What follows belongs to an exercise in optimizing a design on an open flow for a short achievable clock period and few clock cycles per item; a production flow would make more cautious choices.
The RTL was checked by simulation tests, not by an equivalence proof against the original design.
Power is estimated from default activity; no workload was simulated.

<file path="flow/run.sh">
#!/bin/bash
# synth_recipe.tcl (not shown) runs the flow's synth.tcl, then flattens the netlist and writes it again
# the make line also repeats each setting of config.mk as NAME=value (left out here)
make -C /OpenROAD-flow-scripts/flow DESIGN_CONFIG=/design/flow/config.mk WORK_HOME=/design/flow/orfs CLKGATE_MAP_FILE= SYNTH_SCRIPT=/design/flow/synth_recipe.tcl finish
</file>
<file path="flow/config.mk">
export PLATFORM = sky130hd
export DESIGN_NAME = deadline_timer_queue
export DESIGN_NICKNAME = deadline_timer_queue
export VERILOG_FILES = /design/flow/design.v
export SDC_FILE = /design/flow/constraint.sdc
export NUM_CORES = 4
export LEC_CHECK = 0
export CAP_MARGIN = 20
export CORE_MARGIN = 2
export CORE_UTILIZATION = 40
export SLEW_MARGIN = 20
</file>
<file path="flow/constraint.sdc">
create_clock -name core_clock -period 7.0 [get_ports {clk}]
set_input_delay 1.4000 -clock core_clock [delete_from_list [all_inputs] [get_ports {clk}]]
set_output_delay 1.4000 -clock core_clock [all_outputs]
set_load 0.01 [all_outputs]
</file>
<file path="flow/design.v">
`timescale 1ns / 1ps
package dtq_pkg;
  localparam int QUEUE_DEPTH  = 16;
  localparam int RESULT_LIMIT = 16;
  localparam int TIME_W       = 48;
  localparam int HANDLE_W     = 8;
  localparam int CNT_W        = $clog2(QUEUE_DEPTH + 1);
  localparam int REL_W        = $clog2(RESULT_LIMIT);
  localparam int FIFO_DEPTH   = 2;
  localparam int FIFO_PTR_W   = $clog2(FIFO_DEPTH);
  localparam int FIFO_CNT_W   = $clog2(FIFO_DEPTH + 1);
  typedef enum logic {
    OP_ADD  = 1'b0,
    OP_TICK = 1'b1
  } op_t;
  typedef enum logic {
    ST_RELEASED = 1'b0,
    ST_REJECTED = 1'b1
  } status_t;
  typedef struct packed {
    op_t                 op;
    logic [TIME_W-1:0]   key;
    logic [HANDLE_W-1:0] handle;
  } cmd_t;
  typedef struct packed {
    logic             releasing;
    logic [CNT_W-1:0] count;
  } back_status_t;
endpackage
`timescale 1ns / 1ps
import dtq_pkg::*;
module dtq_front (
  input  logic                clk,
  input  logic                rst,
  input  logic                item_valid,
  output logic                item_stall,
  input  logic                kind,
  input  logic [TIME_W-1:0]   deadline,
  input  logic [HANDLE_W-1:0] handle,
  input  logic [TIME_W-1:0]   current_time,
  output logic                cmd_valid,
  output dtq_pkg::cmd_t                cmd,
  input  logic                cmd_take
);
  logic [TIME_W+HANDLE_W:0] fifo [FIFO_DEPTH];
  logic [FIFO_PTR_W-1:0] wr_ptr;
  logic [FIFO_PTR_W-1:0] rd_ptr;
  logic [FIFO_CNT_W-1:0] fill;
  dtq_pkg::cmd_t                  cmd_in;
  logic                  push;
  logic                  pop;
  always_comb begin
    cmd_in.op     = dtq_pkg::op_t'(kind);
    cmd_in.key    = kind ? current_time : deadline;
    cmd_in.handle = handle;
  end
  assign item_stall = (fill == FIFO_CNT_W'(FIFO_DEPTH));
  assign push       = item_valid && !item_stall;
  assign pop        = cmd_take && cmd_valid;
  assign cmd_valid  = (fill != '0);
  assign cmd        = fifo[rd_ptr];
  always_ff @(posedge clk) begin
    if (push) begin
      fifo[wr_ptr] <= cmd_in;
    end
  end
  always_ff @(posedge clk) begin
    if (rst) begin
      wr_ptr <= '0;
      rd_ptr <= '0;
      fill   <= '0;
    end else begin
      if (push) begin
        wr_ptr <= wr_ptr + FIFO_PTR_W'(1);
      end
      if (pop) begin
        rd_ptr <= rd_ptr + FIFO_PTR_W'(1);
      end
      if (push && !pop) begin
        fill <= fill + FIFO_CNT_W'(1);
      end else if (pop && !push) begin
        fill <= fill - FIFO_CNT_W'(1);
      end
    end
  end
endmodule
`timescale 1ns / 1ps
import dtq_pkg::*;
module dtq_back (
  input  logic                clk,
  input  logic                rst,
  input  logic                cmd_valid,
  input  dtq_pkg::cmd_t                cmd,
  output logic                cmd_take,
  output logic                result_valid,
  input  logic                result_stall,
  output logic                status,
  output logic [HANDLE_W-1:0] out_handle,
  output logic [TIME_W-1:0]   out_deadline,
  output logic                last,
  output dtq_pkg::back_status_t        bstat
);
  typedef enum logic {
    S_IDLE,
    S_REL
  } state_t;
  state_t              state;
  logic [CNT_W-1:0]    count;
  logic [REL_W-1:0]    rel_n;
  logic [TIME_W-1:0]   now_r;
  logic [TIME_W-1:0]   cell_dl [QUEUE_DEPTH];
  logic [HANDLE_W-1:0] cell_hd [QUEUE_DEPTH];
  logic [QUEUE_DEPTH-1:0] gt;
  logic [QUEUE_DEPTH-1:0] prev_gt;
  logic out_free;
  logic full;
  logic do_insert;
  logic do_reject;
  logic do_start;
  logic head_exp;
  logic next_exp;
  logic do_pop;
  assign out_free  = !result_valid || !result_stall;
  assign full      = (count == CNT_W'(QUEUE_DEPTH));
  assign cmd_take  = (state == S_IDLE) && cmd_valid && out_free;
  assign do_insert = cmd_take && (cmd.op == OP_ADD) && !full;
  assign do_reject = cmd_take && (cmd.op == OP_ADD) && full;
  assign do_start  = cmd_take && (cmd.op == OP_TICK);
  assign head_exp = (count != '0) && (cell_dl[0] <= now_r);
  assign next_exp = (count > CNT_W'(1)) && (cell_dl[1] <= now_r) &&
                    (rel_n != REL_W'(RESULT_LIMIT - 1));
  assign do_pop   = (state == S_REL) && head_exp && out_free;
  assign bstat.releasing = (state == S_REL);
  assign bstat.count     = count;
  genvar gi;
  generate
    for (gi = 0; gi < QUEUE_DEPTH; gi++) begin : g_cell
      assign gt[gi] = (count > CNT_W'(gi)) && (cell_dl[gi] > cmd.key);
      if (gi == 0) begin : g_first
        assign prev_gt[gi] = 1'b0;
      end else begin : g_rest
        assign prev_gt[gi] = gt[gi-1];
      end
      always_ff @(posedge clk) begin
        if (do_insert) begin
          if (prev_gt[gi]) begin
            cell_dl[gi] <= cell_dl[(gi == 0) ? 0 : gi - 1];
            cell_hd[gi] <= cell_hd[(gi == 0) ? 0 : gi - 1];
          end else if (gt[gi] || (count == CNT_W'(gi))) begin
            cell_dl[gi] <= cmd.key;
            cell_hd[gi] <= cmd.handle;
          end
        end else if (do_pop && (gi < QUEUE_DEPTH - 1)) begin
          cell_dl[gi] <= cell_dl[(gi < QUEUE_DEPTH - 1) ? gi + 1 : gi];
          cell_hd[gi] <= cell_hd[(gi < QUEUE_DEPTH - 1) ? gi + 1 : gi];
        end
      end
    end
  endgenerate
  always_ff @(posedge clk) begin
    if (rst) begin
      state        <= S_IDLE;
      count        <= '0;
      rel_n        <= '0;
      result_valid <= 1'b0;
    end else begin
      unique case (state)
        S_IDLE: begin
          if (do_start) begin
            state <= S_REL;
            rel_n <= '0;
            now_r <= cmd.key;
          end
        end
        S_REL: begin
          if (!head_exp) begin
            state <= S_IDLE;
          end else if (do_pop) begin
            rel_n <= rel_n + REL_W'(1);
            if (!next_exp) begin
              state <= S_IDLE;
            end
          end
        end
        default: state <= S_IDLE;
      endcase
      if (do_insert) begin
        count <= count + CNT_W'(1);
      end else if (do_pop) begin
        count <= count - CNT_W'(1);
      end
      if (do_reject) begin
        result_valid <= 1'b1;
        status       <= ST_REJECTED;
        out_handle   <= cmd.handle;
        out_deadline <= cmd.key;
        last         <= 1'b1;
      end else if (do_pop) begin
        result_valid <= 1'b1;
        status       <= ST_RELEASED;
        out_handle   <= cell_hd[0];
        out_deadline <= cell_dl[0];
        last         <= !next_exp;
      end else if (!result_stall) begin
        result_valid <= 1'b0;
      end
    end
  end
endmodule
`timescale 1ns / 1ps
import dtq_pkg::*;
module deadline_timer_queue (
  input  logic                clk,
  input  logic                rst,
  input  logic                item_valid,
  output logic                item_stall,
  input  logic                kind,
  input  logic [TIME_W-1:0]   deadline,
  input  logic [HANDLE_W-1:0] handle,
  input  logic [TIME_W-1:0]   current_time,
  output logic                result_valid,
  input  logic                result_stall,
  output logic                status,
  output logic [HANDLE_W-1:0] out_handle,
  output logic [TIME_W-1:0]   out_deadline,
  output logic                last
);
  logic         cmd_valid;
  dtq_pkg::cmd_t         cmd;
  logic         cmd_take;
  dtq_pkg::back_status_t bstat;
  dtq_front u_front (
    .clk          (clk),
    .rst          (rst),
    .item_valid   (item_valid),
    .item_stall   (item_stall),
    .kind         (kind),
    .deadline     (deadline),
    .handle       (handle),
    .current_time (current_time),
    .cmd_valid    (cmd_valid),
    .cmd          (cmd),
    .cmd_take     (cmd_take)
  );
  dtq_back u_back (
    .clk          (clk),
    .rst          (rst),
    .cmd_valid    (cmd_valid),
    .cmd          (cmd),
    .cmd_take     (cmd_take),
    .result_valid (result_valid),
    .result_stall (result_stall),
    .status       (status),
    .out_handle   (out_handle),
    .out_deadline (out_deadline),
    .last         (last),
    .bstat        (bstat)
  );
endmodule
</file>
==> flow_metrics.env <==
export IMPL_status="finished clean"
export IMPL_pwr_share_seq_pct=35.3
export IMPL_p_per_area_mw_per_mm2=481.6
export IMPL_share_comb_of_total_power_pct=47.1
export IMPL_netlist_area_mm2=0.07163
export IMPL_crit_arrival_ns=6.73
export IMPL_skew_ns=0.03694
export IMPL_netlist_cell_type_count=79
export IMPL_critical_path_class="register to register"
export IMPL_clk_latency_ns=0.82
export IMPL_die_h_um=427.2
export IMPL_ctsHoldBuffers=0
export IMPL_finalCritPeriodShare_pct=89.33
export IMPL_met3_length_um=22280
export IMPL_worstPathRequired_ns=7.48
export IMPL_topRoutingLayerUsed="met5"
export IMPL_cts_buffer_depth=3
export IMPL_stdcell_area_mm2=0.08146
export IMPL_vias=58830
export IMPL_synth_top_area_cell="edfxtp_1"
export IMPL_final_common_cell="edfxtp_1"
export IMPL_clock_power_share_pct=17.6
export IMPL_synth_area_leaders="edfxtp_1 (47%), ha_1 (15%), nand2_1 (5.5%)"
export IMPL_area_growth_pct=13.73
export IMPL_ys_ff_latch=1132
export IMPL_ios=169
export IMPL_grt_pass1_wl_um=387600
export IMPL_syn_inst=6716
export IMPL_cp_start_kind="register"
export IMPL_critPathBufInv=3
export IMPL_wl_met1_um=108800
export IMPL_synth_edff_count=1116
export IMPL_synth_fp_nets=7696
export IMPL_setup_slack_ns=0.7468
export IMPL_cpPeakStageDelay_ns=0.92
export IMPL_final_cell_mix="edfxtp_1 (1,116), nand2_1 (1,045), ha_1 (871), o211ai_1 (397), nand3_1 (393)"
export IMPL_critPathTopFamily="simple AND/OR/NAND/NOR gates"
export IMPL_synth_top_area_share_pct=46.79
export IMPL_antenna_found_initial=5
export IMPL_drive_gt1_share_pct=7.977
export IMPL_cap_violations=0
export IMPL_drt_antenna_violating_nets=0
export IMPL_clock_sinks=1132
export IMPL_finalSetupViolCount=0
export IMPL_finalMaxSlewViolations=0
export IMPL_switching_share_pct=44.83
export IMPL_drc=0
export IMPL_min_path_type="register to register"
export IMPL_cp_cell_sequence="buf_4, mux2i_4, ha_1, nand4_1, or3_1, nor4_1, nand3_1, o21ba_2, a31oi_4, buf_4, a211oi_1, a21oi_4, buf_12"
export IMPL_finalWeightedCongestion=0.9701
export IMPL_placed_area_mm2=0.07725
export IMPL_yosysWarnings=4
export IMPL_grt_max_degree=252
export IMPL_via_per_inst=6.322
export IMPL_syn_area_per_cell_um2=10.67
export IMPL_cts_tree="yes"
export IMPL_drt_pass1_iter_count=6
export IMPL_cts_resized=0
export IMPL_slew_headroom_pct=21.23
export IMPL_grt_overflow_total=0
export IMPL_crit_path_end_kind="register"
export IMPL_root_buffer="clkbuf_16"
export IMPL_synth_ff_type="edfxtp_1"
export IMPL_drtIter0Drc=7157
export IMPL_peakVddDrop_mv=0.3655
export IMPL_cts_made_buffers=135
export IMPL_p_sw_mw=17.59
export IMPL_grt_usage_pct=28.66
export IMPL_rows=155
export IMPL_initial_core_util_pct=40.19
export IMPL_n_fill_cell=16520
export IMPL_total_power_mw=39.23
export IMPL_dieArea_mm2=0.1825
export IMPL_internal_power_mw=21.64
export IMPL_core_area_mm2=0.1782
export IMPL_p_leak_nw=32.85
export IMPL_dp_hpwl_um=195900
export IMPL_async_flop_share_pct=0
export IMPL_tightest_slew_ns=1.152
export IMPL_portBuffers=168
export IMPL_final_nets=7820
export IMPL_slowest_stage="nor4_1"
export IMPL_met2WireLength_um=116400
export IMPL_clock_fmax_mhz=159.9
export IMPL_htree_levels=4
export IMPL_post_cts_buffers=0
export IMPL_synth_seq_area_share_pct=47.23
export IMPL_fin_util_pct=45.71
export IMPL_routedWlPerCell_um=28.48
export IMPL_rsz0062_at_grt="false"
export IMPL_crit_top_cell="buf_4"
export IMPL_hold_viol_final=0
export IMPL_clk_pin_slew_ns=0.06
export IMPL_die_w_um=427.2
export IMPL_finalCriticalPeriod_ns=6.253
export IMPL_drt_total_wl_um=265100
export IMPL_pre_cts_ws_ns=0.8672
export IMPL_grt_pass1_vias=56420
export IMPL_crit_fanout=39
## kinds of logic (layout without fill, tap and decap cells)
logic type	Yosys count	after routing	synth area share [%]
xor+xnor	7	7	0.08560
other cells	0	6	0
simple gates	2124	2124	13.42
compound gates	1683	1683	15.65
buf+inv	534	763	3.190
mux	365	365	5.206
fa+ha+maj	871	871	15.21
flops	1132	1132	47.23
## worst reg2reg max path, stage by stage, from the launching register on
cell and delay [ns]:
dfxtp_4 0.88, buf_4 0.37, mux2i_4 0.55, ha_1 0.26
nand4_1 0.08, or3_1 0.45, nor4_1 0.92, nand3_1 0.24
o21ba_2 0.28, a31oi_4 0.17, buf_4 0.36, a211oi_1 0.14
a21oi_4 0.84, buf_12 0.35
## final timing paths
kind / start / endpoint / slack [ns] / cells past startpoint
worst min-delay path: u_back.rel_n[3]$_SDFFE_PP0P_ / u_back.rel_n[3]$_SDFFE_PP0P_ / 0.50 / 2
worst min register to register: u_back.rel_n[3]$_SDFFE_PP0P_ / u_back.rel_n[3]$_SDFFE_PP0P_ / 0.50 / 2
worst max-delay path: register / u_back.cell_hd[3][1]$_DFFE_PP_ / 0.75 / 13
worst max register to register: register / u_back.cell_hd[3][1]$_DFFE_PP_ / 0.75 / 13
## stage by stage
stage	TNS [ns]	instances	hold slack, ns
after CTS	0	9299	0.4984
after detailed placement	0	9057	0.4899
after global routing	0	9300	0.5200
after global placement	-43.21	9052	0.4709
after floorplan	-46.02	6716	0.4582
final	0	9306	0.4972
## metal layers
metal | GRT usage, % | up-vias
met5 | 0 | -
met4 | 16.60 | 2
met3 | 5.220 | 546
met2 | 43.60 | 2897
met1 | 38.26 | 29130
li1 | - | 26260
## synthesized netlist by cell type, types with 20 or more instances
library cell  count
a21o_1          138
o211ai_1        397
a221o_1         140
nor3_1           91
buf_2           105
nand4_1         209
a221oi_1         26
nor2_1          235
mux2_2           60
buf_1            20
ha_1            871
a211oi_1         30
nand3_1         394
nor4_1           29
nand2_1        1046
clkbuf_1        221
o21ai_1          59
o221ai_1         20
a21oi_1         355
nor2b_1          28
inv_1           113
and4_1           25
mux2i_1         305
edfxtp_1       1116
o21a_1           21
clkinv_1         48
o21ai_0         366
## sequential cells by signal, summed over array words and instances (netlist names), 2 cells and up, named ones only
signal               flops
u_back.cell_dl         768
u_back.now_r            48
u_back.out_deadline     48
u_back.cell_hd         128
u_front.fill             2
u_back.rel_n             4
u_back.out_handle        8
u_front.fifo           114
u_back.count             5
## power groups by stage
| stage | clock, mW | combinational (mW) | sequential, mW |
|---|---|---|---|
| final | 6.91 | 18.5 | 13.8 |
| after global routing | 7.25 | 20.2 | 14.0 |
| after CTS | 6.99 | 18.1 | 13.7 |
| after detailed placement | 0 | 18.1 | 13.8 |
| after global placement | 0 | 17.4 | 13.8 |
| after floorplan | 0 | 11.7 | 12.8 |
## layout make-up
cell class	count	area, um2	share of cell area, %
inverter	161	604.3	0.7418
sequential	1132	33840	41.53
clock inverter	72	630.6	0.7741
antenna	6	15.01	0.01843
clock buffer	170	3562	4.373
tap	2355	2947	3.617
timing repair buffer	360	3418	4.196
multi-input combinational	5050	36450	44.74
Testbench counts, summed over its fixed seeds: cycles 33,678, items 19,216.

==> separate check: timing with driven ports <==
In the flow no input, the clock included, has a driving cell. The finished layout below was timed again as built, in two steps. Step 1 (the two cells are an assumption about what drives the block):
set clk [get_ports {clk}]
set_driving_cell -lib_cell sky130_fd_sc_hd__clkbuf_16 $clk
set_driving_cell -lib_cell sky130_fd_sc_hd__buf_2 [delete_from_list [all_inputs] $clk]
Step 2 adds t to the input delays and takes it off the output delays; t is the mean of the earliest and latest rising clock arrival at the registers after step 1. Input paths then give back, and output paths get back, about the clock's delay inside the block. Slacks: ideal / step 1 / step 2; pairs: ideal / step 1.
t, ns: 0.879
slack for setup (ns): 0.747 / 0.747 / 0.747
hold WS [ns]: 0.497 / 0.497 / 0.497
worst register clock-pin slew, ns: 0.07 / 0.07
After both steps setup and hold are still met in this run. The setup slack of this run moves by 0.000 ns with the drivers and by 0.000 ns with both steps.
